This is an optimization exercise on Yosys and OpenROAD, whose aim is small area and a short achievable clock period, not a production implementation. RTL that was checked went through simulation tests only; none was proved equivalent to the original. Only the layout flow was run in runs 1 to 3; the RTL was not checked for function there. Power is estimated from default activity; no workload was simulated.

==> design/flow/design.v <==
`default_nettype none
`default_nettype wire
`default_nettype none
package tg_proto_pkg;
	typedef logic [8-1:0] byte_t;
	localparam byte_t WRITE_START = 8'hFF;
	localparam byte_t READ_START = 8'hFE;
	localparam byte_t DONE_BYTE = 8'h1E;
	typedef enum logic [2:0] {
		ST_IDLE,
		ST_ADDR,
		ST_LEN,
		ST_WR_DATA,
		ST_WR_CMD,
		ST_RD_CMD,
		ST_RD_WAIT
	} parser_state_t;
endpackage
`default_nettype wire
`default_nettype none
package tg_mcb_pkg;
	typedef enum logic [2:0] {
		MCB_WRITE = 3'd0,
		MCB_READ = 3'd1,
		MCB_WRITE_AP = 3'd2,
		MCB_READ_AP = 3'd3
	} mcb_instr_t;
	typedef logic [30-1:0] mcb_addr_t;
	typedef logic [32-1:0] mcb_word_t;
	typedef logic [6-1:0] mcb_bl_t;
endpackage
`default_nettype wire
`timescale 1ns/1ps
`default_nettype none
module traffic_generator (
	input logic clk,
	input logic reset,
	input logic rx_done_tick,
	input tg_proto_pkg::byte_t rx_data_out,
	output logic tx_start_transmission,
	output tg_proto_pkg::byte_t tx_data_in,
	input logic tx_busy,
	output logic cmd_en,
	output tg_mcb_pkg::mcb_instr_t cmd_instr,
	output tg_mcb_pkg::mcb_bl_t cmd_bl,
	output tg_mcb_pkg::mcb_addr_t cmd_byte_addr,
	input logic cmd_full,
	output logic wr_en,
	output tg_mcb_pkg::mcb_word_t wr_data,
	input logic wr_full,
	output logic rd_en,
	input tg_mcb_pkg::mcb_word_t rd_data,
	input logic rd_empty
);
	logic s_idle, s_addr, s_len, s_wdat, s_wcmd, s_rcmd, s_rwait;
	logic [1:0] addr_cnt;
	logic [5:0] cnt;
	logic cmd_rd;
	logic cmd_ok;
	logic [7:0] whead;
	logic [7:0] wmem [63];
	logic [6:0] wqc;     
	logic wvis;          
	logic rd_ok;         
	logic last_q;
	logic read_done;
	logic [7:0] rmem [128];
	logic [7:0] rcnt;    
	logic reply_push;    
	logic [7:0] reply_byte;
	logic tick;
	logic is_start;
	logic w_push, w_pop, w_head;
	logic wr_go, rd_go;
	logic r_push, r_pop;
	logic wq0, wq1;
	logic s_wcmd_n, s_rcmd_n;
	assign tick = rx_done_tick;
	assign is_start = (rx_data_out[7:1] == 7'h7F);
	tg_and2b u_cmd_en (.a(cmd_ok), .b_n(cmd_full), .y(cmd_en));
	tg_and2b u_wr_en (.a(wvis), .b_n(wr_full), .y(wr_en));
	tg_and2b u_rd_en (.a(rd_ok), .b_n(rd_empty), .y(rd_en));
	logic cmd_go, rd_pop;
	assign cmd_go = cmd_ok && !cmd_full;
	assign rd_pop = rd_ok && !rd_empty;
	assign cmd_instr = cmd_rd ? tg_mcb_pkg::MCB_READ_AP : tg_mcb_pkg::MCB_WRITE_AP;
	assign wr_data = {24'd0, whead};
	assign wr_go = cmd_go && s_wcmd;
	assign rd_go = cmd_go && s_rcmd;
	always_ff @(posedge clk) begin
		if (reset) begin
			s_idle <= 1'b1;
			s_addr <= 1'b0;
			s_len <= 1'b0;
			s_wdat <= 1'b0;
			s_wcmd <= 1'b0;
			s_rcmd <= 1'b0;
			s_rwait <= 1'b0;
		end else begin
			if (s_idle && tick && is_start) begin
				s_idle <= 1'b0;
				s_addr <= 1'b1;
			end
			if (s_addr && tick && addr_cnt == 2'd3) begin
				s_addr <= 1'b0;
				s_len <= 1'b1;
			end
			if (s_len && tick) begin
				s_len <= 1'b0;
				s_wdat <= !cmd_rd;
				s_rcmd <= cmd_rd;
			end
			if (s_wdat && tick && cnt == 6'd1) begin
				s_wdat <= 1'b0;
				s_wcmd <= 1'b1;
			end
			if (wr_go) begin
				s_wcmd <= 1'b0;
				s_idle <= 1'b1;
			end
			if (rd_go) begin
				s_rcmd <= 1'b0;
				s_rwait <= 1'b1;
			end
			if (s_rwait && read_done) begin
				s_rwait <= 1'b0;
				s_idle <= 1'b1;
			end
		end
	end
	always_ff @(posedge clk) begin
		if (s_idle) begin
			addr_cnt <= 2'd0;
		end else if (s_addr && tick) begin
			addr_cnt <= addr_cnt + 2'd1;
		end
	end
	always_ff @(posedge clk) begin
		if (s_idle && tick) begin
			cmd_rd <= !rx_data_out[0];
		end
		if (s_addr && tick) begin
			cmd_byte_addr <= {cmd_byte_addr[21:0], rx_data_out};
		end
		if (s_len && tick) begin
			cmd_bl <= rx_data_out[5:0];
		end
	end
	always_ff @(posedge clk) begin
		if (s_len && tick) begin
			cnt <= rx_data_out[5:0];
		end else if ((s_wdat && tick) || rd_pop) begin
			cnt <= cnt - 6'd1;
		end
	end
	assign s_wcmd_n = (s_wdat && tick && cnt == 6'd1) || (s_wcmd && !wr_go);
	assign s_rcmd_n = (s_len && tick && cmd_rd) || (s_rcmd && !rd_go);
	always_ff @(posedge clk) begin
		if (reset) begin
			cmd_ok <= 1'b0;
		end else begin
			cmd_ok <= s_rcmd_n || (s_wcmd_n && !w_push && (wq0 || (wq1 && w_pop)));
		end
	end
	assign w_push = s_wdat && tick;
	assign w_pop = wvis && !wr_full;
	assign wq0 = (wqc == 7'd0);
	assign wq1 = (wqc == 7'd1);
	assign w_head = wq0 || (wq1 && w_pop);
	always_ff @(posedge clk) begin
		if (reset) begin
			wqc <= 7'd0;
			wvis <= 1'b0;
		end else begin
			wqc <= wqc + {6'd0, w_push} - {6'd0, w_pop};
			wvis <= w_pop ? !wq1 : !wq0;
		end
	end
	always_ff @(posedge clk) begin
		if (w_push) begin
			wmem[0] <= rx_data_out;
			for (int i = 1; i < 63; i++) begin
				wmem[i] <= wmem[i - 1];
			end
		end
	end
	logic [7:0] w_lo;
	logic [8:0] w_hi;
	logic [62:0] w_sel;
	logic [7:0] w_rd;
	assign w_lo = 8'd1 << wqc[2:0];
	assign w_hi = 9'd1 << wqc[6:3];
	for (genvar e = 0; e < 63; e++) begin : g_wsel
		assign w_sel[e] = w_lo[(e + 2) % 8] && w_hi[(e + 2) / 8];
	end
	for (genvar b = 0; b < 8; b++) begin : g_wrd
		logic [20:0] n;
		for (genvar k = 0; k < 21; k++) begin : g_aoi
			tg_aoi222 u (.a1(w_sel[3 * k]), .a2(wmem[3 * k][b]), .b1(w_sel[3 * k + 1]), .b2(wmem[3 * k + 1][b]),
				.c1(w_sel[3 * k + 2]), .c2(wmem[3 * k + 2][b]), .y(n[k]));
		end
		logic [6:0] p;
		logic [3:0] q;
		for (genvar k = 0; k < 7; k++) begin : g_p
			tg_nand3 u (.a(n[3 * k]), .b(n[3 * k + 1]), .c(n[3 * k + 2]), .y(p[k]));
		end
		for (genvar k = 0; k < 3; k++) begin : g_q
			tg_nor2 u (.a(p[2 * k]), .b(p[2 * k + 1]), .y(q[k]));
		end
		assign q[3] = !p[6];
		tg_nand4 u_y (.a(q[0]), .b(q[1]), .c(q[2]), .d(q[3]), .y(w_rd[b]));
	end
	always_ff @(posedge clk) begin
		if (w_head) begin
			whead <= rx_data_out;
		end else if (w_pop) begin
			whead <= w_rd;
		end
	end
	always_ff @(posedge clk) begin
		if (reset) begin
			rd_ok <= 1'b0;
			last_q <= 1'b0;
			read_done <= 1'b0;
		end else begin
			rd_ok <= !rd_pop && (cnt != 6'd0) && (s_rwait || rd_go);
			last_q <= rd_pop && (cnt == 6'd1);
			read_done <= last_q;
		end
	end
	always_ff @(posedge clk) begin
		if (reset) begin
			reply_push <= 1'b0;
		end else begin
			reply_push <= rd_pop || last_q || wr_go;
		end
	end
	always_ff @(posedge clk) begin
		reply_byte <= rd_ok ? rd_data[7:0] : tg_proto_pkg::DONE_BYTE;
	end
	assign r_push = reply_push && !rcnt[7];
	assign r_pop = (rcnt != 8'd0) && !tx_busy && !tx_start_transmission;
	always_ff @(posedge clk) begin
		if (reset) begin
			rcnt <= 8'd0;
			tx_start_transmission <= 1'b0;
		end else begin
			rcnt <= rcnt + {7'd0, r_push} - {7'd0, r_pop};
			tx_start_transmission <= r_pop;
		end
	end
	always_ff @(posedge clk) begin
		if (r_push) begin
			rmem[0] <= reply_byte;
			for (int i = 1; i < 128; i++) begin
				rmem[i] <= rmem[i - 1];
			end
		end
	end
	logic [7:0] r_lo;
	logic [16:0] r_hi;
	logic [127:0] r_sel;
	logic [7:0] r_rd;
	assign r_lo = 8'd1 << rcnt[2:0];
	assign r_hi = 17'd1 << rcnt[7:3];
	for (genvar e = 0; e < 128; e++) begin : g_rsel
		assign r_sel[e] = r_lo[(e + 1) % 8] && r_hi[(e + 1) / 8];
	end
	for (genvar b = 0; b < 8; b++) begin : g_rrd
		logic [42:0] n;
		for (genvar k = 0; k < 42; k++) begin : g_aoi
			tg_aoi222 u (.a1(r_sel[3 * k]), .a2(rmem[3 * k][b]), .b1(r_sel[3 * k + 1]), .b2(rmem[3 * k + 1][b]),
				.c1(r_sel[3 * k + 2]), .c2(rmem[3 * k + 2][b]), .y(n[k]));
		end
		tg_nand2 u_last0 (.a(r_sel[126]), .b(rmem[126][b]), .y(n[42]));
		logic n127;
		tg_nand2 u_last1 (.a(r_sel[127]), .b(rmem[127][b]), .y(n127));
		logic [14:0] p;
		logic [7:0] q;
		logic [1:0] c;
		for (genvar k = 0; k < 14; k++) begin : g_p
			tg_nand3 u (.a(n[3 * k]), .b(n[3 * k + 1]), .c(n[3 * k + 2]), .y(p[k]));
		end
		tg_nand2 u_p14 (.a(n[42]), .b(n127), .y(p[14]));
		for (genvar k = 0; k < 7; k++) begin : g_q
			tg_nor2 u (.a(p[2 * k]), .b(p[2 * k + 1]), .y(q[k]));
		end
		assign q[7] = !p[14];
		tg_nand4 u_c0 (.a(q[0]), .b(q[1]), .c(q[2]), .d(q[3]), .y(c[0]));
		tg_nand4 u_c1 (.a(q[4]), .b(q[5]), .c(q[6]), .d(q[7]), .y(c[1]));
		assign r_rd[b] = c[0] || c[1];
	end
	always_ff @(posedge clk) begin
		tx_data_in <= r_rd;
	end
endmodule
module tg_aoi222 (
	input logic a1, a2, b1, b2, c1, c2,
	output logic y
);
	assign y = !((a1 && a2) || (b1 && b2) || (c1 && c2));
endmodule
module tg_and2b (
	input logic a, b_n,
	output logic y
);
	assign y = a && !b_n;
endmodule
module tg_nand3 (
	input logic a, b, c,
	output logic y
);
	assign y = !(a && b && c);
endmodule
module tg_nor2 (
	input logic a, b,
	output logic y
);
	assign y = !(a || b);
endmodule
module tg_nand4 (
	input logic a, b, c, d,
	output logic y
);
	assign y = !(a && b && c && d);
endmodule
module tg_nand2 (
	input logic a, b,
	output logic y
);
	assign y = !(a && b);
endmodule
`default_nettype wire
==> design/flow/flow/run.sh <==
#!/bin/bash
set -o pipefail
CTS="-sink_clustering_enable -repair_clock_nets -sink_clustering_size 14 -sink_clustering_max_diameter 50 -buf_list sky130_fd_sc_hd__clkbuf_8 -dont_use_dummy_load"
bash standard.sh "BUFFER_PORTS_ARGS=-buffer_cell sky130_fd_sc_hd__buf_1" "CTS_ARGS=$CTS" finish > standard_flow.log 2>&1
==> design/flow/standard.sh <==
#!/bin/bash
# synth_recipe.tcl (not shown) runs the flow's synth.tcl, then flattens the netlist and writes it again
# the make line also repeats each setting of config.mk as NAME=value (left out here)
make -C /OpenROAD-flow-scripts/flow DESIGN_CONFIG=/design/flow/config.mk WORK_HOME=/design/flow/orfs CLKGATE_MAP_FILE= SYNTH_SCRIPT=/design/flow/synth_recipe.tcl "${@:-finish}"
==> design/flow/config.mk <==
export PLATFORM = sky130hd
export DESIGN_NAME = traffic_generator
export DESIGN_NICKNAME = traffic_generator
export VERILOG_FILES = /design/flow/design.v
export SDC_FILE = /design/flow/constraint.sdc
export NUM_CORES = 4
export LEC_CHECK = 0
export CAP_MARGIN = 20
export CORE_MARGIN = 2
export CORE_UTILIZATION = 50
export CTS_BUF_LIST = sky130_fd_sc_hd__clkbuf_16
export CTS_CLUSTER_DIAMETER = 80
export CTS_CLUSTER_SIZE = 25
export SETUP_SLACK_MARGIN = 3.8
export SLEW_MARGIN = 20
export SYNTH_HIERARCHICAL = 1
==> design/flow/constraint.sdc <==
create_clock -name core_clock -period 7.0 [get_ports {clk}]
set_input_delay 1.4000 -clock core_clock [delete_from_list [all_inputs] [get_ports {clk}]]
set_output_delay 1.4000 -clock core_clock [all_outputs]
set_load 0.01 [all_outputs]
==> qor.yml, run 1 <==
critical_path:
  crit_end: "wr_en"
  r2r_start: "wqc[0]"
  setup.worst_path.start_class: "input pin"
  arrival_ns: 1.77
  cp_max_fo: 2
  endpoint_kind: "output pin"
  cp-startpoint: "wr_full"
  critPathRequiredTime_ns: 5.60
  worst-setup-path-type: "input pin to output pin"
  r2r-end: "whead[7]"
  regToRegSetupSlack_ns: 3.87
  r2r_cells: 8
clock_tree:
  numCtsBuffers: 151
  cts_hold_buffers: 0
  cts_tree: "built"
  clk_latency_ns: 0.82
  clock-sinks: 1626
  ctsLongestPathBuffers: 3
  cts_root_buffer: "clkbuf_8"
  htreeDepth: 4
  clk_pin_slew_ns: 0.09
cells_and_area:
  stdcell_count: 4717
  final_common_cell: "edfxtp_1"
  design_area_um2: 62400
  fin_util_pct: 54.5
  layout_common_cells: "edfxtp_1 (1579), a222oi_1 (504), nor2_1 (273)"
  area_delta_synth_final_pct: 7.93
  layout.nets: 3284
  drive_above_1_share_pct: 8.46
yosys:
  synthesis.area_um2: 57800
  netlist_instances: 2979
  synth_top_area_share_pct: 82.0
  synth-seq-cells: 1626
  ys.flop_type: "edfxtp_1"
  synth_seq_area_share_pct: 83.6
  synth_edf_count: 1579
  yosysWarnings: 11
  yosysTopAreaCell: "edfxtp_1"
  async_reset_ff_share_pct: 0
  synth_area_per_cell_um2: 19.4
  synthTopCellsByArea: "edfxtp_1 (82%), a222oi_1 (8.7%), nor2_1 (1.9%), nand3_1 (1.6%), dfxtp_1 (1.6%)"
  synth.distinct_cells: 56
sta:
  period_share_pct: 45.3
  finalSetupTns_ns: 0
  setup_slack_ns: 3.83
  hold_slack_ns: 0.396
  rsz0062_at_grt: "true"
  hold_violations: 0
  setup_viol: 0
  max_freq_ghz: 0.315
  worst_pin_slew_ns: 1.13
  min_period_ns: 3.17
  skew_ns: 0.0879
  slew-limit-headroom_pct: 24.4
  slew_violations: 0
min_path:
  hold_path.class: "flip-flop to flip-flop"
placement:
  placed_area_um2: 60100
  dp_hpwl_mm: 77.6
  dp_slack_ns: 3.35
  routabilityCongestion: 0.812
  port_buffers: 79
  placedCellCount: 4562
drt:
  wl_per_cell_um: 25.7
  via_count: 30800
  wirelength_mm: 121
  vias_per_cell: 6.53
  ant_nets: 0
  drtIter0Drc: 5888
  drc: 0
  dr.pass1.iters: 9
floorplanning:
  dieArea_um2: 118000
  core_um2: 115000
  die_w_um: 344
  top_level_ports: 130
  die-height_um: 344
  rows: 124
  initial_core_util_pct: 50.5
power_and_ir_drop:
  p_total_mw: 17.8
  peakVddDrop_mv: 0.195
  p_leak_nw: 16.6
  powerDensity_nw_per_um2: 284
global_route:
  overflow: 0
  grt_pass1_vias: 30100
  grt_pass1_wl_mm: 183
  track_usage_pct: 20.1
  antenna_found_initial: 2
  grt_start_max_net_pins: 207
run_status:
  status: "no timing/DRC/antenna violations"
job:
  drv_cap: 0
==> modules after synthesis, one instance, submodules excluded <==
module | copies in the design | flops+latches
traffic_generator | 1 | 1626
tg_and2b | 3 | 0
tg_aoi222 | 504 | 0
tg_nand4 | 24 | 0
tg_nand3 | 168 | 0
tg_nand2 | 24 | 0
tg_nor2 | 80 | 0
==> power by group <==
part	leakage, nW	switching (mW)	internal [mW]	total, mW
Clock	1.09	2.88	1.92	4.81
Combinational	3.54	1.49	0.726	2.22
Sequential	11.9	0.104	10.6	10.7
==> timing repair <==
item                                    4_1_cts  5_1_grt
endpoints found under the setup margin       20       14
endpoints found under the hold margin         0        0
setup buffers                                 1        2
gates resized for setup                      33       37
pin swaps                                     3       11
==> worst max-delay path, stage by stage <==
cell     delay, ns
buf_1         0.12
nor2b_4       0.11
buf_2         0.14
==> how the worst min path moves through the flow <==
stage,startpoint,endpoint,slack [ns],depth (start not counted)
3_5_place_dp,reply_byte[2],rmem[0][2],0.39,0
5_1_grt,rmem[119][2],rmem[120][2],0.41,0
2_1_floorplan,reply_byte[0],rmem[0][0],0.39,0
6_report,rmem[119][2],rmem[120][2],0.40,0
4_1_cts,rmem[119][2],rmem[120][2],0.40,0
3_3_place_gp,reply_byte[3],rmem[0][3],0.39,0
==> cell type report <==
cell class,instances,area [um2]
well taps,1512,1890
fillers,8848,52100
diodes,1,2.50
clock buffers,151,2080
flip-flops and latches,1626,48400
multi-input cells,1272,9280
repair buffers,102,596
inverters,53,206
==> cell families (layout without fill, tap and decap cells) <==
family	Yosys count	in the layout	synth area share [%]
AO/OA/AOI/OAI	549	549	9.23
XOR/XNOR	11	11	0.167
adder cells (fa/ha/maj)	31	31	0.697
buffers and inverters	105	306	0.909
flip-flops	1626	1626	83.6
multiplexers	11	11	0.214
other	2	27	0.0130
AND/OR/NAND/NOR	644	644	5.16
==> cells in the mapped netlist (3+ instances only) <==
| cell type | number |
|---|---|
| nor4b_1 | 5 |
| inv_1 | 52 |
| a21oi_1 | 21 |
| a211oi_1 | 4 |
| nand2_1 | 51 |
| nand4_1 | 25 |
| nand3b_1 | 7 |
| and2_1 | 4 |
| ha_1 | 29 |
| nor2b_1 | 9 |
| nor2b_4 | 3 |
| a222oi_1 | 504 |
| buf_2 | 8 |
| or3_1 | 9 |
| clkbuf_1 | 11 |
| nand3_1 | 190 |
| nor2_1 | 299 |
| xor2_1 | 7 |
| buf_4 | 27 |
| nor3_1 | 12 |
| dfxtp_1 | 47 |
| or2_2 | 8 |
| mux2_2 | 11 |
| nand2b_1 | 9 |
| o21ai_0 | 5 |
| edfxtp_1 | 1579 |
| xnor2_1 | 4 |
==> state kept, by name (all words and copies together), names as in the netlist, 2 cells and up <==
| register | count |
|---|---|
| wqc | 7 |
| rcnt | 8 |
| cnt | 6 |
| wmem | 504 |
| cmd_bl | 6 |
| reply_byte | 8 |
| addr_cnt | 2 |
| tx_data_in | 8 |
| rmem | 1024 |
| whead | 8 |
| cmd_byte_addr | 30 |
==> metal layers <==
layer  vias up  wire length (um)  part of all wire, %  track usage, %
li1      13300                 -                    -               -
met4         0              2620                  2.2            5.12
met3       191             10800                  8.9            4.54
met1     15800             52000                   43            29.8
met5         -                 0                    0           0.200
met2      1523             56100                   46            30.5
==> run 2, diff against run 1 <==
--- a/design/flow/design.v
+++ b/design/flow/design.v
@@ -61,3 +61,4 @@
 	logic [7:0] wmem [63];
-	logic [6:0] wqc;     
+	logic [7:0] w_lo;
+	logic [8:0] w_hi;
 	logic wvis;          
@@ -67,3 +68,4 @@
 	logic [7:0] rmem [128];
-	logic [7:0] rcnt;    
+	logic [7:0] r_lo;
+	logic [16:0] r_hi;
 	logic reply_push;    
@@ -166,4 +168,4 @@
 	assign w_pop = wvis && !wr_full;
-	assign wq0 = (wqc == 7'd0);
-	assign wq1 = (wqc == 7'd1);
+	assign wq0 = w_lo[0] && w_hi[0];
+	assign wq1 = w_lo[1] && w_hi[0];
 	assign w_head = wq0 || (wq1 && w_pop);
@@ -171,6 +173,17 @@
 		if (reset) begin
-			wqc <= 7'd0;
+			w_lo <= 8'd1;
+			w_hi <= 9'd1;
 			wvis <= 1'b0;
 		end else begin
-			wqc <= wqc + {6'd0, w_push} - {6'd0, w_pop};
+			if (w_push && !w_pop) begin
+				w_lo <= {w_lo[6:0], w_lo[7]};
+				if (w_lo[7]) begin
+					w_hi <= {w_hi[7:0], 1'b0};
+				end
+			end else if (w_pop && !w_push) begin
+				w_lo <= {w_lo[0], w_lo[7:1]};
+				if (w_lo[0]) begin
+					w_hi <= {1'b0, w_hi[8:1]};
+				end
+			end
 			wvis <= w_pop ? !wq1 : !wq0;
@@ -186,8 +199,4 @@
 	end
-	logic [7:0] w_lo;
-	logic [8:0] w_hi;
 	logic [62:0] w_sel;
 	logic [7:0] w_rd;
-	assign w_lo = 8'd1 << wqc[2:0];
-	assign w_hi = 9'd1 << wqc[6:3];
 	for (genvar e = 0; e < 63; e++) begin : g_wsel
@@ -240,10 +249,21 @@
 	end
-	assign r_push = reply_push && !rcnt[7];
-	assign r_pop = (rcnt != 8'd0) && !tx_busy && !tx_start_transmission;
+	assign r_push = reply_push && !r_hi[16];
+	assign r_pop = !(r_lo[0] && r_hi[0]) && !tx_busy && !tx_start_transmission;
 	always_ff @(posedge clk) begin
 		if (reset) begin
-			rcnt <= 8'd0;
+			r_lo <= 8'd1;
+			r_hi <= 17'd1;
 			tx_start_transmission <= 1'b0;
 		end else begin
-			rcnt <= rcnt + {7'd0, r_push} - {7'd0, r_pop};
+			if (r_push && !r_pop) begin
+				r_lo <= {r_lo[6:0], r_lo[7]};
+				if (r_lo[7]) begin
+					r_hi <= {r_hi[15:0], 1'b0};
+				end
+			end else if (r_pop && !r_push) begin
+				r_lo <= {r_lo[0], r_lo[7:1]};
+				if (r_lo[0]) begin
+					r_hi <= {1'b0, r_hi[16:1]};
+				end
+			end
 			tx_start_transmission <= r_pop;
@@ -259,8 +279,4 @@
 	end
-	logic [7:0] r_lo;
-	logic [16:0] r_hi;
 	logic [127:0] r_sel;
 	logic [7:0] r_rd;
-	assign r_lo = 8'd1 << rcnt[2:0];
-	assign r_hi = 17'd1 << rcnt[7:3];
 	for (genvar e = 0; e < 128; e++) begin : g_rsel
==> design/flow/flow/run.sh (replaced) <==
#!/bin/bash
set -o pipefail
CTS="-sink_clustering_enable -repair_clock_nets -sink_clustering_size 25 -sink_clustering_max_diameter 80 -buf_list sky130_fd_sc_hd__clkbuf_16 -dont_use_dummy_load"
bash standard.sh "BUFFER_PORTS_ARGS=-buffer_cell sky130_fd_sc_hd__buf_1" "CTS_ARGS=$CTS" finish > standard_flow.log 2>&1
--- a/design/flow/config.mk
+++ b/design/flow/config.mk
@@ -13,3 +13,3 @@
 export CTS_CLUSTER_SIZE = 25
-export SETUP_SLACK_MARGIN = 3.8
+export SETUP_SLACK_MARGIN = 4.05
 export SLEW_MARGIN = 20
==> run 2 against run 1 <==
Clock-buffer cell count decreased by 73. Die area increased by 1.9%. Design area increased by 1.4%. Flip-flop and latch count increased by 27. Critical path depth unchanged. Core utilization decreased by 0.21 points. First-iteration DRC count increased by 0.53%. Power decreased by 12%. Fmax increased by 2.3%. Sequential power about the same. Via count decreased by 0.23%. Critical endpoint unchanged. Largest cell class unchanged.
==> qor.yml, run 2 <==
run_status:
  status: "no timing/DRC/antenna violations"  # unchanged
sta:
  slew_violations: 0  # unchanged
  setup_viol: 0  # unchanged
  setup_slack_ns: 3.90  # was 3.83 ns
  worst_pin_slew_ns: 1.14  # was 1.13 ns
  skew_ns: 0.0944  # was 0.0879 ns
  period_share_pct: 44.3  # was 45.3%
  min_period_ns: 3.10  # was 3.17 ns
  slew-limit-headroom_pct: 24.1  # was 24.4%
  finalSetupTns_ns: 0  # unchanged
  max_freq_ghz: 0.323  # was 0.315 GHz
  hold_violations: 0  # unchanged
  rsz0062_at_grt: "true"  # unchanged
critical_path:
  r2r-end: "tx_data_in[1]"  # was whead[7]
  critPathRequiredTime_ns: 5.60  # about the same
  endpoint_kind: "output pin"  # unchanged
  worst-setup-path-type: "input pin to output pin"  # unchanged
  r2r_cells: 7  # was 8
  arrival_ns: 1.70  # was 1.77 ns
  setup.worst_path.start_class: "input pin"  # unchanged
  r2r_start: "r_lo[7]"  # was wqc[0]
  cp_max_fo: 2  # unchanged
  regToRegSetupSlack_ns: 4.05  # was 3.87 ns
yosys:
  synth-seq-cells: 1653  # was 1626
  ys_top_cells_by_count: "edfxtp_1 (1579), a222oi_1 (504), and2_1 (196), nand3_1 (172), nor2_1 (106)"  # was edfxtp_1 (1579), a222oi_1 (504), nor2_1 (299), nand3_1 (190), inv_1 (52)
  synth_top_area_share_pct: 80.4  # was 82.0%
  yosysWarnings: 11  # unchanged
  async_reset_ff_share_pct: 0  # unchanged
  synth.most_common_cell: "edfxtp_1"  # unchanged
  synth_seq_area_share_pct: 82.9  # was 83.6%
  ys.flop_type: "edfxtp_1"  # unchanged
  netlist_instances: 3020  # was 2979
  synth.distinct_cells: 49  # was 56
  synthesis.area_um2: 59000  # was 57800 um2
  synthTopCellsByArea: "edfxtp_1 (80%), a222oi_1 (8.6%), dfxtp_1 (2.5%), and2_1 (2.1%), nand3_1 (1.5%)"  # was edfxtp_1 (82%), a222oi_1 (8.7%), nor2_1 (1.9%), nand3_1 (1.6%), dfxtp_1 (1.6%)
  synth_edf_count: 1579  # unchanged
  synth_area_per_cell_um2: 19.5  # was 19.4 um2
  yosysTopAreaCell: "edfxtp_1"  # unchanged
drt:
  via_count: 30700  # was 30800
  ant_nets: 0  # unchanged
  dr.pass1.iters: 9  # unchanged
  vias_per_cell: 6.59  # was 6.53
  drc: 0  # unchanged
  drtIter0Drc: 5919  # was 5888
  wl_per_cell_um: 26.3  # was 25.7 um
  wirelength_mm: 123  # was 121 mm
min_path:
  hold_path.class: "flip-flop to flip-flop"  # unchanged
  hold_start: "cmd_byte_addr[16]"  # was rmem[119][2]
  hold_end: "cmd_byte_addr[24]"  # was rmem[120][2]
  hold_path_depth: 0  # unchanged
clock_tree:
  cts_tree: "built"  # unchanged
  ctsLongestPathBuffers: 3  # unchanged
  numCtsBuffers: 78  # was 151
  clk_latency_ns: 0.68  # was 0.82 ns
  clk_pin_slew_ns: 0.09  # about the same
  clock-sinks: 1653  # was 1626
  cts_root_buffer: "clkbuf_16"  # was clkbuf_8
  htreeDepth: 3  # was 4
global_route:
  grt_start_max_net_pins: 208  # was 207
  overflow: 0  # unchanged
  grt_pass1_vias: 30100  # about the same
  track_usage_pct: 19.8  # was 20.1%
  antenna_found_initial: 4  # was 2
  grt_pass1_wl_mm: 186  # was 183 mm
placement:
  dp_slack_ns: 2.78  # was 3.35 ns
  port_buffers: 79  # unchanged
  routabilityCongestion: 0.834  # was 0.812
  dp_hpwl_mm: 78.1  # was 77.6 mm
cells_and_area:
  area_delta_synth_final_pct: 7.29  # was 7.93%
  multi_input_area_um2: 9650  # was 9280 um2
  n_antenna_cell: 0  # was 1
  reg.largest.list: "rmem x1024, wmem x504, cmd_byte_addr x30"  # unchanged
  seq_area_um2: 48900  # was 48400 um2
  drive_above_1_share_pct: 5.28  # was 8.46%
  layout.nets: 3197  # was 3284
  top_register: "rmem"  # unchanged
  layout_common_cells: "edfxtp_1 (1579), a222oi_1 (504), and2_1 (196)"  # was edfxtp_1 (1579), a222oi_1 (504), nor2_1 (273)
  nFillCells: 8924  # was 8848
  final_common_cell: "edfxtp_1"  # unchanged
  largest_register_ffs: 1024  # unchanged
floorplanning:
  core_um2: 117000  # was 115000 um2
  dieArea_um2: 121000  # was 118000 um2
  rows: 125  # was 124
  initial_core_util_pct: 50.6  # was 50.5%
  die-height_um: 347  # was 344 um
  top_level_ports: 130  # unchanged
  die_w_um: 347  # was 344 um
power_and_ir_drop:
  p_total_mw: 15.6  # was 17.8 mW
  powerDensity_nw_per_um2: 246  # was 284 nW/um2
  p_leak_nw: 17.5  # was 16.6 nW
  peakVddDrop_mv: 0.217  # was 0.195 mV
job:
  drv_cap: 0  # unchanged
run 2: cell count changes in the layout (fill, tap and decap cells not counted), sizes merged, moves of 27 or more:
cell and delta:
nor2 -193, and2 +192, clkbuf -73, mux2i +42
inv -29, dfxtp +27
run 2: timing repair:
item | 4_1_cts | 5_1_grt
endpoints found under the setup margin | 587 | 390
hold buffers | 0 | 0
gates resized for setup | 33 | 12
cloned | 2 | 1
endpoints found under the hold margin | 0 | 0
setup buffers | 5 | 0
run 2: worst max-delay path: stages:
cell and delay [ns]:
buf_8 0.10, nor2b_4 0.10, buf_6 0.10
run 2: power by group:
part,total (mW),internal (mW),switching [mW]
clock network,4.81,2.00,2.81
registers,10.7,10.7,0.00818
logic,0.0797,0.0210,0.0587
run 2: through the flow:
stage / cell area, um2 / utilization, % / hold WS (ns) / instances
floorplan: 59100 / - / 0.386 / 3044
global placement: 61000 / 52.4 / 0.390 / 4580
detailed placement: 61000 / 52.4 / 0.390 / 4580
CTS: 63200 / 54.3 / 0.413 / 4665
global route: 63300 / 54.3 / 0.420 / 4666
finish: 63300 / 54.3 / 0.402 / 4666
run 2: worst max-delay path by stage:
stage / startpoint / to / slack, ns / cells past startpoint
global placement: rx_done_tick / wmem[39][3] / 2.95 / 5
detailed placement: rx_done_tick / wmem[39][1] / 2.78 / 5
floorplan: reply_push / r_hi[14] / -10.57 / 5
global route: rd_empty / rd_en / 3.88 / 3
CTS: rd_empty / rd_en / 3.90 / 3
finish: wr_full / wr_en / 3.90 / 3
run 2: cells by family after synthesis:
family                     count (synthesis)  synth area share (%)
muxes                                     66                  1.20
xor gates and xnor gates                   4                0.0594
adders and majority gates                  6                 0.127
other                                      2                0.0127
and+or+nand+nor                          597                  5.46
AOI/OAI and AO/OA                        577                  9.23
DFF                                     1653                  82.9
buffers and inverters                    115                 0.982
run 2: layout make-up:
cell class                      count  share of cell area, %
Clock buffer                       78                   3.08
Sequential cell                  1653                   77.3
Multi-Input combinational cell   1277                   15.3
Timing Repair Buffer              110                   1.21
Tap cell                         1524                   3.01
Inverter                           24                  0.148
run 2: per-layer routing:
metal	share of wire [%]	GRT usage, %	vias to the layer above
met4	2.4	5.31	0
li1	-	-	13300
met3	7.9	2.86	147
met5	0	0	-
met2	46	30.0	1403
met1	44	30.3	15900
run 2: Yosys stat by module, one instance, submodules excluded:
module	cell area, um2	flops+latches	copies in the design
tg_nand2	3.75	0	24
tg_and2b	13.8	0	3
tg_nand4	6.26	0	24
traffic_generator	52500	1653	1
tg_nand3	5.00	0	168
tg_nor2	3.75	0	80
tg_aoi222	10.0	0	504
==> run 3, diff against run 2 <==
--- a/design/flow/design.v
+++ b/design/flow/design.v
@@ -58,3 +58,3 @@
 	logic cmd_rd;
-	logic cmd_ok;
+	logic cmd_nok;       
 	logic [7:0] whead;
@@ -63,4 +63,4 @@
 	logic [8:0] w_hi;
-	logic wvis;          
-	logic rd_ok;         
+	logic wnvis;         
+	logic rd_nok;        
 	logic last_q;
@@ -81,8 +81,8 @@
 	assign is_start = (rx_data_out[7:1] == 7'h7F);
-	tg_and2b u_cmd_en (.a(cmd_ok), .b_n(cmd_full), .y(cmd_en));
-	tg_and2b u_wr_en (.a(wvis), .b_n(wr_full), .y(wr_en));
-	tg_and2b u_rd_en (.a(rd_ok), .b_n(rd_empty), .y(rd_en));
+	tg_nor2 u_cmd_en (.a(cmd_nok), .b(cmd_full), .y(cmd_en));
+	tg_nor2 u_wr_en (.a(wnvis), .b(wr_full), .y(wr_en));
+	tg_nor2 u_rd_en (.a(rd_nok), .b(rd_empty), .y(rd_en));
 	logic cmd_go, rd_pop;
-	assign cmd_go = cmd_ok && !cmd_full;
-	assign rd_pop = rd_ok && !rd_empty;
+	assign cmd_go = !cmd_nok && !cmd_full;
+	assign rd_pop = !rd_nok && !rd_empty;
 	assign cmd_instr = cmd_rd ? tg_mcb_pkg::MCB_READ_AP : tg_mcb_pkg::MCB_WRITE_AP;
@@ -161,5 +161,5 @@
 		if (reset) begin
-			cmd_ok <= 1'b0;
+			cmd_nok <= 1'b1;
 		end else begin
-			cmd_ok <= s_rcmd_n || (s_wcmd_n && !w_push && (wq0 || (wq1 && w_pop)));
+			cmd_nok <= !(s_rcmd_n || (s_wcmd_n && !w_push && (wq0 || (wq1 && w_pop))));
 		end
@@ -167,3 +167,3 @@
 	assign w_push = s_wdat && tick;
-	assign w_pop = wvis && !wr_full;
+	assign w_pop = !wnvis && !wr_full;
 	assign wq0 = w_lo[0] && w_hi[0];
@@ -175,3 +175,3 @@
 			w_hi <= 9'd1;
-			wvis <= 1'b0;
+			wnvis <= 1'b1;
 		end else begin
@@ -188,3 +188,3 @@
 			end
-			wvis <= w_pop ? !wq1 : !wq0;
+			wnvis <= w_pop ? wq1 : wq0;
 		end
@@ -230,3 +230,3 @@
 		if (reset) begin
-			rd_ok <= 1'b0;
+			rd_nok <= 1'b1;
 			last_q <= 1'b0;
@@ -234,3 +234,3 @@
 		end else begin
-			rd_ok <= !rd_pop && (cnt != 6'd0) && (s_rwait || rd_go);
+			rd_nok <= !(!rd_pop && (cnt != 6'd0) && (s_rwait || rd_go));
 			last_q <= rd_pop && (cnt == 6'd1);
@@ -247,3 +247,3 @@
 	always_ff @(posedge clk) begin
-		reply_byte <= rd_ok ? rd_data[7:0] : tg_proto_pkg::DONE_BYTE;
+		reply_byte <= rd_nok ? tg_proto_pkg::DONE_BYTE : rd_data[7:0];
 	end
@@ -318,8 +318,2 @@
 endmodule
-module tg_and2b (
-	input logic a, b_n,
-	output logic y
-);
-	assign y = a && !b_n;
-endmodule
 module tg_nand3 (
--- a/design/flow/config.mk
+++ b/design/flow/config.mk
@@ -13,3 +13,3 @@
 export CTS_CLUSTER_SIZE = 25
-export SETUP_SLACK_MARGIN = 4.05
+export SETUP_SLACK_MARGIN = 4.1
 export SLEW_MARGIN = 20
==> run 3 against run 2 <==
Flip-flop and latch count stayed put. Setup slack improved by 0.0024 ns. Via count up 0.48%. Still clean on timing, DRC and antenna. Critical path depth unchanged. Clock skew up 0.0072 ns. Synthesized area about the same. Highest routed layer is now met5.
==> qor.yml, run 3 <==
run_status:
  status: "no timing/DRC/antenna violations"  # unchanged
floorplanning:
  core_um2: 117000  # unchanged
  die-height_um: 347  # about the same
  initial_core_util_pct: 50.6  # about the same
  top_level_ports: 130  # unchanged
  rows: 125  # unchanged
  die_w_um: 347  # about the same
  dieArea_um2: 121000  # about the same
cells_and_area:
  stdcell_count: 4669  # was 4666
  reg.largest.list: "rmem x1024, wmem x504, cmd_byte_addr x30"  # unchanged
  final_common_cell: "edfxtp_1"  # unchanged
  nFillCells: 8890  # was 8924
  largest_register_ffs: 1024  # unchanged
  top_register: "rmem"  # unchanged
  layout.nets: 3197  # unchanged
  drive_above_1_share_pct: 5.76  # was 5.28%
  layout_common_cells: "edfxtp_1 (1579), a222oi_1 (504), and2_1 (192)"  # was edfxtp_1 (1579), a222oi_1 (504), and2_1 (196)
  area_delta_synth_final_pct: 7.52  # was 7.29%
sta:
  worst_pin_slew_ns: 1.17  # was 1.14 ns
  slew-limit-headroom_pct: 22.0  # was 24.1%
  finalSetupTns_ns: 0  # unchanged
  period_share_pct: 44.3  # about the same
  min_period_ns: 3.10  # about the same
  setup_viol: 0  # unchanged
  max_freq_ghz: 0.323  # about the same
  rsz0062_at_grt: "true"  # unchanged
  slew_violations: 0  # unchanged
  hold_violations: 0  # unchanged
  skew_ns: 0.102  # was 0.0944 ns
yosys:
  synth_area_per_cell_um2: 19.5  # about the same
  synthTopCellsByArea: "edfxtp_1 (80%), a222oi_1 (8.6%), dfxtp_1 (2.5%), and2_1 (2.0%), nand3_1 (1.5%)"  # was edfxtp_1 (80%), a222oi_1 (8.6%), dfxtp_1 (2.5%), and2_1 (2.1%), nand3_1 (1.5%)
  synth-seq-cells: 1653  # unchanged
  yosysTopAreaCell: "edfxtp_1"  # unchanged
  synth_seq_area_share_pct: 83.0  # was 82.9%
  async_reset_ff_share_pct: 0  # unchanged
  synthesis.area_um2: 58900  # was 59000 um2
  synth_top_area_share_pct: 80.5  # was 80.4%
  synth.most_common_cell: "edfxtp_1"  # unchanged
  yosysWarnings: 11  # unchanged
  ys_top_cells_by_count: "edfxtp_1 (1579), a222oi_1 (504), and2_1 (193), nand3_1 (172), nor2_1 (110)"  # was edfxtp_1 (1579), a222oi_1 (504), and2_1 (196), nand3_1 (172), nor2_1 (106)
  synth_edf_count: 1579  # unchanged
  netlist_instances: 3016  # was 3020
  synth.distinct_cells: 48  # was 49
  ys.flop_type: "edfxtp_1"  # unchanged
placement:
  port_buffers: 79  # unchanged
  routabilityCongestion: 0.822  # was 0.834
  placedCellCount: 4578  # was 4580
  dp_hpwl_mm: 79.3  # was 78.1 mm
critical_path:
  cp_slowest_stage_delay_ns: 0.11  # was 0.10 ns
  path_buf_inv: 2  # unchanged
  regToRegSetupSlack_ns: 4.08  # was 4.05 ns
  worst-setup-path-type: "input pin to output pin"  # unchanged
  r2r_start: "r_lo[0]"  # was r_lo[7]
  cp_max_fo: 2  # unchanged
  endpoint_kind: "output pin"  # unchanged
  arrival_ns: 1.70  # about the same
  slowest_stage: "buf_6"  # was buf_8
  crit_end: "rd_en"  # was wr_en
  cp.depth: 3  # unchanged
  setup.worst_path.start_class: "input pin"  # unchanged
  r2r_cells: 7  # unchanged
  r2r-end: "tx_data_in[6]"  # was tx_data_in[1]
  crit_family: "buffers and inverters"  # unchanged
  cp-startpoint: "rd_empty"  # was wr_full
  critPathRequiredTime_ns: 5.60  # about the same
  crit_chain: "buf_8 -> nor2_4 -> buf_6"  # was buf_8 -> nor2b_4 -> buf_6
clock_tree:
  cts_tree: "built"  # unchanged
  cts_root_buffer: "clkbuf_16"  # unchanged
  clk_pin_slew_ns: 0.09  # about the same
  cts_hold_buffers: 0  # unchanged
  clk_latency_ns: 0.68  # about the same
  htreeDepth: 3  # unchanged
  clock-sinks: 1653  # unchanged
  numCtsBuffers: 77  # was 78
  ctsLongestPathBuffers: 3  # unchanged
power_and_ir_drop:
  p_total_mw: 15.5  # was 15.6 mW
  peakVddDrop_mv: 0.176  # was 0.217 mV
  powerDensity_nw_per_um2: 245  # was 246 nW/um2
  p_leak_nw: 19.1  # was 17.5 nW
global_route:
  overflow: 0  # unchanged
  use_met2_pct: 30.9  # was 30.0%
  grt_busiest_layer: "met2"  # was met1
  grt_start_max_net_pins: 213  # was 208
  antenna_found_initial: 6  # was 4
  track_usage_pct: 20.1  # was 19.8%
  use_met3_pct: 3.98  # was 2.86%
  grt_pass1_vias: 30300  # was 30100
  globalRouteMet1Util_pct: 29.7  # was 30.3%
  grt_pass1_wl_mm: 187  # was 186 mm
drt:
  via_count: 30900  # was 30700
  vias_per_cell: 6.61  # was 6.59
  drtIter0Drc: 5816  # was 5919
  drc: 0  # unchanged
  wl_per_cell_um: 26.8  # was 26.3 um
  wirelength_mm: 125  # was 123 mm
  dr.pass1.iters: 9  # unchanged
  ant_nets: 0  # unchanged
min_path:
  hold_start: "reply_byte[6]"  # was cmd_byte_addr[16]
  hold_path.class: "flip-flop to flip-flop"  # unchanged
job:
  drv_cap: 0  # unchanged
## run 3: Yosys stat by module, one instance, submodules excluded
module | cell area [um2] | times used | cells
traffic_generator | 52500 | 1 | 2213
tg_aoi222 | 10.0 | 504 | 1
tg_nand4 | 6.26 | 24 | 1
tg_nand3 | 5.00 | 168 | 1
tg_nand2 | 3.75 | 24 | 1
tg_nor2 | 3.75 | 83 | 1
## run 3: cells by family (layout without fill, tap and decap cells)
logic type	after synthesis	after routing	share of synthesized area, %
AOI/OAI and AO/OA	581	581	9.30
DFF	1653	1653	83.0
xor gates and xnor gates	4	4	0.0595
other	2	29	0.0127
buffers and inverters	113	214	0.973
muxes	65	66	1.17
adders and majority gates	6	6	0.127
and+or+nand+nor	592	592	5.37
## run 3: what timing repair did
item | 4_1_cts | 5_1_grt
setup endpoints to repair | 381 | 419
hold endpoints to repair | 0 | 0
gates resized for setup | 27 | 21
buffers inserted | 7 | 0
pin swaps | 3 | 2
gates cloned | 4 | 0
## run 3: metrics by stage
| step | worst slack, ns | cell area (um2) | hold WS, ns | utilization [%] |
|---|---|---|---|---|
| floorplan | -10.58 | 59100 | 0.386 | - |
| global placement | 3.06 | 61000 | 0.391 | 52.4 |
| detailed placement | 2.90 | 61100 | 0.389 | 52.4 |
| CTS | 3.91 | 63300 | 0.412 | 54.3 |
| global route | 3.89 | 63300 | 0.421 | 54.4 |
| finish | 3.90 | 63400 | 0.410 | 54.4 |
## run 3: worst reg2reg max path, stage by stage, from the launching register on
cell	delay, ns
dfxtp_1	0.52
buf_4	0.34
and2_1	0.31
a222oi_1	0.44
nand3_1	0.18
nor2_1	0.37
nand4_1	0.24
or2_2	0.38
## run 3: how the worst min path moves through the flow
stage	end	slack, ns	depth (start not counted)
after global placement	rmem[0][2]	0.39	0
after floorplan	rmem[0][0]	0.39	0
after detailed placement	rmem[0][3]	0.39	0
after global routing	rmem[0][3]	0.42	0
after CTS	rmem[0][3]	0.41	0
final	rmem[0][6]	0.41	0
## run 3: power by group
part | internal, mW | switching (mW) | leakage, nW
sequential | 10.7 | 0.0103 | 14.4
combinational | 0.0293 | 0.0782 | 3.74
clock | 1.98 | 2.79 | 0.949
## run 3: metal layers
metal  vias up  part of all wire [%]
met5         -                 0.014
met4         2                   2.4
met3       167                   8.8
met2      1413                    46
met1     16000                    43
li1      13300                     -
## run 3: cell type report
class,count,area (um2),share of cell area (%)
sequential,1653,48900,77.2
tap,1524,1910,3.01
antenna,3,7.51,0.0118
clock buffer,77,1930,3.04
inverter,22,82.6,0.130
timing repair buffer,115,843,1.33
multi-input combinational,1275,9690,15.3
==> run 4, diff against run 3 <==
--- a/design/flow/design.v
+++ b/design/flow/design.v
@@ -61,4 +61,3 @@
 	logic [7:0] wmem [63];
-	logic [7:0] w_lo;
-	logic [8:0] w_hi;
+	logic [6:0] wqc;     
 	logic wnvis;         
@@ -68,4 +67,3 @@
 	logic [7:0] rmem [128];
-	logic [7:0] r_lo;
-	logic [16:0] r_hi;
+	logic [7:0] rcnt;    
 	logic reply_push;    
@@ -168,4 +166,4 @@
 	assign w_pop = !wnvis && !wr_full;
-	assign wq0 = w_lo[0] && w_hi[0];
-	assign wq1 = w_lo[1] && w_hi[0];
+	assign wq0 = (wqc == 7'd0);
+	assign wq1 = (wqc == 7'd1);
 	assign w_head = wq0 || (wq1 && w_pop);
@@ -173,17 +171,6 @@
 		if (reset) begin
-			w_lo <= 8'd1;
-			w_hi <= 9'd1;
+			wqc <= 7'd0;
 			wnvis <= 1'b1;
 		end else begin
-			if (w_push && !w_pop) begin
-				w_lo <= {w_lo[6:0], w_lo[7]};
-				if (w_lo[7]) begin
-					w_hi <= {w_hi[7:0], 1'b0};
-				end
-			end else if (w_pop && !w_push) begin
-				w_lo <= {w_lo[0], w_lo[7:1]};
-				if (w_lo[0]) begin
-					w_hi <= {1'b0, w_hi[8:1]};
-				end
-			end
+			wqc <= wqc + {6'd0, w_push} - {6'd0, w_pop};
 			wnvis <= w_pop ? wq1 : wq0;
@@ -199,4 +186,8 @@
 	end
+	logic [7:0] w_lo;
+	logic [8:0] w_hi;
 	logic [62:0] w_sel;
 	logic [7:0] w_rd;
+	assign w_lo = 8'd1 << wqc[2:0];
+	assign w_hi = 9'd1 << wqc[6:3];
 	for (genvar e = 0; e < 63; e++) begin : g_wsel
@@ -249,21 +240,10 @@
 	end
-	assign r_push = reply_push && !r_hi[16];
-	assign r_pop = !(r_lo[0] && r_hi[0]) && !tx_busy && !tx_start_transmission;
+	assign r_push = reply_push && !rcnt[7];
+	assign r_pop = (rcnt != 8'd0) && !tx_busy && !tx_start_transmission;
 	always_ff @(posedge clk) begin
 		if (reset) begin
-			r_lo <= 8'd1;
-			r_hi <= 17'd1;
+			rcnt <= 8'd0;
 			tx_start_transmission <= 1'b0;
 		end else begin
-			if (r_push && !r_pop) begin
-				r_lo <= {r_lo[6:0], r_lo[7]};
-				if (r_lo[7]) begin
-					r_hi <= {r_hi[15:0], 1'b0};
-				end
-			end else if (r_pop && !r_push) begin
-				r_lo <= {r_lo[0], r_lo[7:1]};
-				if (r_lo[0]) begin
-					r_hi <= {1'b0, r_hi[16:1]};
-				end
-			end
+			rcnt <= rcnt + {7'd0, r_push} - {7'd0, r_pop};
 			tx_start_transmission <= r_pop;
@@ -279,4 +259,8 @@
 	end
+	logic [7:0] r_lo;
+	logic [16:0] r_hi;
 	logic [127:0] r_sel;
 	logic [7:0] r_rd;
+	assign r_lo = 8'd1 << rcnt[2:0];
+	assign r_hi = 17'd1 << rcnt[7:3];
 	for (genvar e = 0; e < 128; e++) begin : g_rsel
--- a/design/flow/config.mk
+++ b/design/flow/config.mk
@@ -13,3 +13,3 @@
 export CTS_CLUSTER_SIZE = 25
-export SETUP_SLACK_MARGIN = 4.1
+export SETUP_SLACK_MARGIN = 4.05
 export SLEW_MARGIN = 20
==> run 4 against run 3 <==
Clock skew up 0.0049 ns. Worst hold slack worse by 0.024 ns. Routed wire length down 3.2%. Die area down 1.9%. Synthesized cell count down 1.3%. First-iteration DRC count up 4.0%. Via count down 0.39%. Largest cell class unchanged. Highest routed layer is now met4.
==> qor.yml, run 4 <==
run_status:
  status: "no timing/DRC/antenna violations"  # unchanged
sta:
  hold_violations: 0  # unchanged
  max_freq_ghz: 0.323  # about the same
  period_share_pct: 44.3  # about the same
  finalSetupTns_ns: 0  # unchanged
  slew_violations: 0  # unchanged
  rsz0062_at_grt: "true"  # unchanged
  min_period_ns: 3.10  # about the same
  skew_ns: 0.106  # was 0.102 ns
  worst_pin_slew_ns: 1.07  # was 1.17 ns
  slew-limit-headroom_pct: 28.7  # was 22.0%
  setup_viol: 0  # unchanged
placement:
  placed_area_um2: 60000  # was 61100 um2
  dp_hpwl_mm: 77.9  # was 79.3 mm
  port_buffers: 79  # unchanged
  routabilityCongestion: 0.816  # was 0.822
floorplanning:
  dieArea_um2: 118000  # was 121000 um2
  top_level_ports: 130  # unchanged
  initial_core_util_pct: 50.5  # was 50.6%
  die_w_um: 344  # was 347 um
  die-height_um: 344  # was 347 um
  core_um2: 115000  # was 117000 um2
  rows: 124  # was 125
global_route:
  grt_start_max_net_pins: 194  # was 213
  antenna_found_initial: 3  # was 6
  overflow: 0  # unchanged
  grt_pass1_wl_mm: 181  # was 187 mm
  track_usage_pct: 19.9  # was 20.1%
  grt_pass1_vias: 29900  # was 30300
critical_path:
  worst-setup-path-type: "input pin to output pin"  # unchanged
  r2r_cells: 10  # was 7
  crit_end: "wr_en"  # was rd_en
  arrival_ns: 1.70  # about the same
  cp-startpoint: "wr_full"  # was rd_empty
  endpoint_kind: "output pin"  # unchanged
  critPathRequiredTime_ns: 5.60  # about the same
  cp_max_fo: 2  # unchanged
  regToRegSetupSlack_ns: 4.04  # was 4.08 ns
  r2r-end: "tx_data_in[1]"  # was tx_data_in[6]
  setup.worst_path.start_class: "input pin"  # unchanged
  r2r_start: "rcnt[3]"  # was r_lo[0]
yosys:
  synth_area_per_cell_um2: 19.4  # was 19.5 um2
  synth-seq-cells: 1626  # was 1653
  synth.most_common_cell: "edfxtp_1"  # unchanged
  yosysTopAreaCell: "edfxtp_1"  # unchanged
  synth_edf_count: 1579  # unchanged
  synthesis.area_um2: 57800  # was 58900 um2
  synth_seq_area_share_pct: 83.7  # was 83.0%
  synth_top_area_share_pct: 82.1  # was 80.5%
  netlist_instances: 2977  # was 3016
  async_reset_ff_share_pct: 0  # unchanged
  yosysWarnings: 11  # unchanged
  synthTopCellsByArea: "edfxtp_1 (82%), a222oi_1 (8.7%), nor2_1 (2.0%), nand3_1 (1.6%), dfxtp_1 (1.6%)"  # was edfxtp_1 (80%), a222oi_1 (8.6%), dfxtp_1 (2.5%), and2_1 (2.0%), nand3_1 (1.5%)
  synth.distinct_cells: 51  # was 48
  ys_top_cells_by_count: "edfxtp_1 (1579), a222oi_1 (504), nor2_1 (305), nand3_1 (189), nand2_1 (51)"  # was edfxtp_1 (1579), a222oi_1 (504), and2_1 (193), nand3_1 (172), nor2_1 (110)
  ys.flop_type: "edfxtp_1"  # unchanged
drt:
  vias_per_cell: 6.58  # was 6.61
  via_count: 30800  # was 30900
  ant_nets: 0  # unchanged
  wirelength_mm: 121  # was 125 mm
  dr.pass1.iters: 9  # unchanged
  drtIter0Drc: 6046  # was 5816
  drc: 0  # unchanged
  wl_per_cell_um: 25.9  # was 26.8 um
clock_tree:
  clk_latency_ns: 0.68  # about the same
  ctsLongestPathBuffers: 3  # unchanged
  numCtsBuffers: 77  # unchanged
  htreeDepth: 3  # unchanged
  clk_pin_slew_ns: 0.09  # about the same
  clock-sinks: 1626  # was 1653
  cts_tree: "built"  # unchanged
  cts_root_buffer: "clkbuf_16"  # unchanged
cells_and_area:
  top_register: "rmem"  # unchanged
  layout.nets: 3239  # was 3197
  area_delta_synth_final_pct: 9.01  # was 7.52%
  drive_above_1_share_pct: 9.69  # was 5.76%
  reg.largest.list: "rmem x1024, wmem x504, cmd_byte_addr x30"  # unchanged
  design_area_um2: 63000  # was 63400 um2
  largest_register_ffs: 1024  # unchanged
  nFillCells: 8716  # was 8890
  layout_common_cells: "edfxtp_1 (1579), a222oi_1 (504), nor2_1 (220)"  # was edfxtp_1 (1579), a222oi_1 (504), and2_1 (192)
  final_common_cell: "edfxtp_1"  # unchanged
power_and_ir_drop:
  peakVddDrop_mv: 0.204  # was 0.176 mV
  powerDensity_nw_per_um2: 282  # was 245 nW/um2
  p_leak_nw: 18.8  # was 19.1 nW
min_path:
  hold_path.class: "flip-flop to flip-flop"  # unchanged
job:
  drv_cap: 0  # unchanged
run 4: cell families (layout without fill, tap and decap cells):
| logic type | Yosys count | count (layout) | share of synthesized area [%] |
|---|---|---|---|
| AOI/OAI and AO/OA | 551 | 551 | 9.24 |
| xor gates and xnor gates | 10 | 10 | 0.152 |
| adders and majority gates | 31 | 31 | 0.697 |
| buffers and inverters | 103 | 261 | 0.892 |
| DFF | 1626 | 1626 | 83.7 |
| muxes | 10 | 10 | 0.240 |
| other | 2 | 27 | 0.0130 |
| and+or+nand+nor | 644 | 644 | 5.07 |
run 4: Yosys stat by module (local to each module, per instance):
module             cell area [um2]  copies in the design  flops+latches
tg_nand4                      6.26                    24              0
tg_aoi222                     10.0                   504              0
tg_nand3                      5.00                   168              0
tg_nor2                       3.75                    83              0
tg_nand2                      3.75                    24              0
traffic_generator            51300                     1           1626
run 4: repair_timing:
item,in CTS,in global routing
resized for setup,103,94
hold buffers,0,0
buffers inserted,19,13
setup endpoints to repair,21,23
pin swaps,27,44
run 4: critical path, stage by stage:
cell,delay (ns)
buf_8,0.10
nor2_4,0.09
buf_6,0.11
run 4: per-layer routing:
metal,wire length [um],GRT usage [%],share of wire (%)
met1,51300,29.4,42
met3,10000,3.06,8.3
met4,2860,5.15,2.4
met2,57000,31.4,47
met5,0,0,0
run 4: worst min-delay path by stage:
stage	end	cells past startpoint	from	slack [ns]
finish	rmem[100][7]	0	rmem[99][7]	0.39
global placement	rmem[0][1]	0	reply_byte[1]	0.39
global route	rmem[100][7]	0	rmem[99][7]	0.40
detailed placement	rmem[0][5]	0	reply_byte[5]	0.39
CTS	rmem[100][7]	0	rmem[99][7]	0.39
floorplan	rmem[0][0]	0	reply_byte[0]	0.39
run 4: area by class of cell:
class | instances | area (um2) | share of cell area [%]
diodes | 1 | 2.50 | 0.00397
clock buffers | 77 | 1930 | 3.06
inverters | 51 | 206 | 0.328
multi-input cells | 1272 | 9560 | 15.2
flip-flops and latches | 1626 | 48400 | 76.8
well taps | 1512 | 1890 | 3.00
repair buffers | 133 | 1000 | 1.59
run 4: stage by stage:
stage	instances	hold WS (ns)	worst slack, ns	util (%)	power [mW]
floorplan	3001	0.386	-9.31	-	12.1
global placement	4561	0.391	3.33	52.4	12.9
detailed placement	4561	0.390	3.31	52.4	12.9
CTS	4657	0.389	3.89	54.6	17.7
global route	4671	0.397	3.89	55.0	18.4
finish	4672	0.386	3.90	55.0	17.8
run 4: report_power, final:
group,total [mW],internal [mW],switching (mW)
Clock,4.72,1.97,2.74
Combinational,2.33,0.806,1.53
Sequential,10.7,10.6,0.100
==> run 5, diff against run 4 <==
--- a/design/flow/config.mk
+++ b/design/flow/config.mk
@@ -9,3 +9,3 @@
 export CORE_MARGIN = 2
-export CORE_UTILIZATION = 50
+export CORE_UTILIZATION = 60
 export CTS_BUF_LIST = sky130_fd_sc_hd__clkbuf_16
@@ -13,2 +13,3 @@
 export CTS_CLUSTER_SIZE = 25
+export PLACE_DENSITY = 0.7
 export SETUP_SLACK_MARGIN = 4.05
==> run 5 against run 4 <==
Routed wire length decreased by 2.6%. Sequential share of layout area up 0.59 points. First-iteration DRC count is 10% higher. Power is 0.85% lower. Combinational power is 5% lower. Synthesized cell count did not move. Critical endpoint unchanged. Largest power group unchanged. Highest routed layer is now met5.
==> qor.yml, run 5 <==
yosys:
  ys_top_cells_by_count: "edfxtp_1 (1579), a222oi_1 (504), nor2_1 (305), nand3_1 (189), nand2_1 (51)"  # unchanged
  netlist_instances: 2977  # unchanged
  synth.distinct_cells: 51  # unchanged
  synth.most_common_cell: "edfxtp_1"  # unchanged
  synth_top_area_share_pct: 82.1  # unchanged
  synthTopCellsByArea: "edfxtp_1 (82%), a222oi_1 (8.7%), nor2_1 (2.0%), nand3_1 (1.6%), dfxtp_1 (1.6%)"  # unchanged
  synth_seq_area_share_pct: 83.7  # unchanged
  yosysTopAreaCell: "edfxtp_1"  # unchanged
  synth_edf_count: 1579  # unchanged
  ys.flop_type: "edfxtp_1"  # unchanged
  synth_area_per_cell_um2: 19.4  # unchanged
  synthesis.area_um2: 57800  # unchanged
  synth-seq-cells: 1626  # unchanged
  yosysWarnings: 11  # unchanged
  async_reset_ff_share_pct: 0  # unchanged
global_route:
  overflow: 0  # unchanged
  antenna_found_initial: 4  # was 3
  grt_start_max_net_pins: 218  # was 194
  track_usage_pct: 23.5  # was 19.9%
  grt_pass1_vias: 29500  # was 29900
  grt_pass1_wl_mm: 179  # was 181 mm
clock_tree:
  cts_hold_buffers: 0  # unchanged
  clock-sinks: 1626  # unchanged
  numCtsBuffers: 76  # was 77
  ctsLongestPathBuffers: 3  # unchanged
  cts_root_buffer: "clkbuf_16"  # unchanged
  clk_pin_slew_ns: 0.08  # was 0.09 ns
  cts_tree: "built"  # unchanged
  htreeDepth: 3  # unchanged
  clk_latency_ns: 0.68  # about the same
sta:
  skew_ns: 0.107  # was 0.106 ns
  hold_slack_ns: 0.394  # was 0.386 ns
  min_period_ns: 3.09  # was 3.10 ns
  finalSetupTns_ns: 0  # unchanged
  setup_viol: 0  # unchanged
  rsz0062_at_grt: "true"  # unchanged
  worst_pin_slew_ns: 1.19  # was 1.07 ns
  slew-limit-headroom_pct: 20.4  # was 28.7%
  hold_violations: 0  # unchanged
  max_freq_ghz: 0.324  # was 0.323 GHz
  slew_violations: 0  # unchanged
  setup_slack_ns: 3.91  # was 3.90 ns
  period_share_pct: 44.1  # was 44.3%
cells_and_area:
  top_register: "rmem"  # unchanged
  area_delta_synth_final_pct: 8.15  # was 9.01%
  stdcell_count: 4409  # was 4672
  nFillCells: 6242  # was 8716
  drive_above_1_share_pct: 9.22  # was 9.69%
  largest_register_ffs: 1024  # unchanged
  layout.nets: 3224  # was 3239
  n_antenna_cell: 0  # was 1
  layout_common_cells: "edfxtp_1 (1579), a222oi_1 (504), nor2_1 (214)"  # was edfxtp_1 (1579), a222oi_1 (504), nor2_1 (220)
  reg.largest.list: "rmem x1024, wmem x504, cmd_byte_addr x30"  # unchanged
  final_common_cell: "edfxtp_1"  # unchanged
floorplanning:
  die_w_um: 314  # was 344 um
  dieArea_um2: 98800  # was 118000 um2
  die-height_um: 314  # was 344 um
  core_um2: 95200  # was 115000 um2
  initial_core_util_pct: 60.7  # was 50.5%
  top_level_ports: 130  # unchanged
  rows: 113  # was 124
power_and_ir_drop:
  peakVddDrop_mv: 0.218  # was 0.204 mV
  powerDensity_nw_per_um2: 282  # about the same
  p_leak_nw: 18.7  # was 18.8 nW
drt:
  via_count: 31000  # was 30800
  wl_per_cell_um: 26.8  # was 25.9 um
  drc: 0  # unchanged
  wirelength_mm: 118  # was 121 mm
  dr.pass1.iters: 10  # was 9
  vias_per_cell: 7.02  # was 6.58
  drtIter0Drc: 6679  # was 6046
  ant_nets: 0  # unchanged
critical_path:
  path_buf_inv: 2  # unchanged
  endpoint_kind: "output pin"  # unchanged
  critPathRequiredTime_ns: 5.60  # about the same
  r2r_start: "rcnt[0]"  # was rcnt[3]
  setup.worst_path.start_class: "input pin"  # unchanged
  cp-startpoint: "wr_full"  # unchanged
  cp_max_fo: 2  # unchanged
  cp_slowest_stage_delay_ns: 0.13  # was 0.11 ns
  crit_family: "buffers and inverters"  # unchanged
  crit_chain: "buf_12 -> nor2_2 -> buf_2"  # was buf_8 -> nor2_4 -> buf_6
  worst-setup-path-type: "input pin to output pin"  # unchanged
  arrival_ns: 1.69  # was 1.70 ns
  slowest_stage: "buf_2"  # was buf_6
placement:
  dp_slack_ns: 3.34  # was 3.31 ns
  dp_hpwl_mm: 75.7  # was 77.9 mm
  placedCellCount: 4316  # was 4561
  port_buffers: 79  # unchanged
  routabilityCongestion: 0.850  # was 0.816
run_status:
  status: "no timing/DRC/antenna violations"  # unchanged
job:
  drv_cap: 0  # unchanged
min_path:
  hold_start: "rmem[83][6]"  # was rmem[99][7]
  hold_path.class: "flip-flop to flip-flop"  # unchanged
==> run 5: cell counts after synthesis <==
Identical to the previous run, type by type.
==> run 5: final timing paths <==
kind	cells past startpoint	slack, ns	end
max	3	3.91	wr_en
min	0	0.39	rmem[84][6]
max reg2reg	9	4.11	tx_data_in[3]
min reg2reg	0	0.39	rmem[84][6]
==> run 5: Yosys stat by module, one instance, submodules excluded <==
module / times used / cell area (um2) / flops+latches
traffic_generator: 1 / 51300 / 1626
tg_nand3: 168 / 5.00 / 0
tg_nand2: 24 / 3.75 / 0
tg_nor2: 83 / 3.75 / 0
tg_nand4: 24 / 6.26 / 0
tg_aoi222: 504 / 10.0 / 0
==> run 5: layout make-up <==
| type | instances | area, um2 | area share, % |
|---|---|---|---|
| clock buffers | 76 | 1900 | 3.04 |
| inverters | 51 | 199 | 0.318 |
| multi-input cells | 1272 | 9560 | 15.3 |
| flip-flops and latches | 1626 | 48400 | 77.4 |
| well taps | 1265 | 1580 | 2.53 |
| repair buffers | 119 | 870 | 1.39 |
==> run 5: timing repair <==
item	CTS	global route
buffers inserted	4	9
pin swaps	8	39
gates cloned	0	1
setup endpoints to repair	22	185
resized for setup	80	112
hold endpoints to repair	0	0
==> run 5: metrics by stage <==
stage | utilization (%) | total power, mW | cell area [um2]
final | 65.7 | 17.6 | 62500
after global routing | 65.7 | 18.2 | 62500
after CTS | 65.1 | 17.5 | 61900
after detailed placement | 62.7 | 12.8 | 59700
after global placement | 62.7 | 12.8 | 59700
after floorplan | - | 12.1 | 57900
==> run 5: cells by family after synthesis <==
logic type	count (synthesis)	synth area share (%)
xor+xnor	10	0.152
compound gates	551	9.24
buf+inv	103	0.892
simple gates	644	5.07
mux	10	0.240
other cells	2	0.0130
flops	1626	83.7
fa+ha+maj	31	0.697
==> run 5: metal layers <==
| metal | global-route usage, % | wire (um) | up-vias |
|---|---|---|---|
| met5 | 0 | 11 | - |
| met4 | 6.14 | 2290 | 2 |
| met3 | 4.47 | 12800 | 148 |
| met2 | 35.7 | 54900 | 1855 |
| met1 | 35.7 | 48100 | 15700 |
| li1 | - | - | 13200 |
==> run 5: report_power, final <==
| group | total [mW] | leakage [nW] | internal, mW | switching [mW] |
|---|---|---|---|---|
| logic | 2.22 | 3.54 | 0.766 | 1.45 |
| registers | 10.7 | 14.2 | 10.6 | 0.107 |
| clock network | 4.68 | 0.937 | 1.95 | 2.73 |

[static timing again, ports no longer ideal]
Ports are ideal in the flow. The routed layouts listed here were re-timed in OpenROAD. Step 1, drivers: a clkbuf_16 drives clk and a buf_2 each remaining input, both assumed. Step 2 moves the port delays by t, midway between the first and last clock arrival at a register: inputs arrive t later, outputs are due t later. That takes back most of the time a late clock gives input paths. a / b / c = no drivers / after step 1 / after step 2; a / b = the first two.
run | t, ns | setup slack, ns | worst register clock-pin slew, ns
run 1 | 0.861 | 3.829 / 3.795 / 3.329 | 0.09 / 0.09
run 2 | 0.712 | 3.900 / 3.852 / 3.489 | 0.10 / 0.10
run 3 | 0.699 | 3.902 / 3.860 / 3.491 | 0.10 / 0.10
run 4 | 0.703 | 3.900 / 3.846 / 3.496 | 0.11 / 0.11
run 5 | 0.704 | 3.911 / 3.858 / 3.475 | 0.10 / 0.10
After both steps every run listed still meets setup and hold. For run 1, which loses most, drivers alone change the setup slack by -0.034 ns; drivers and shift together by -0.500 ns.
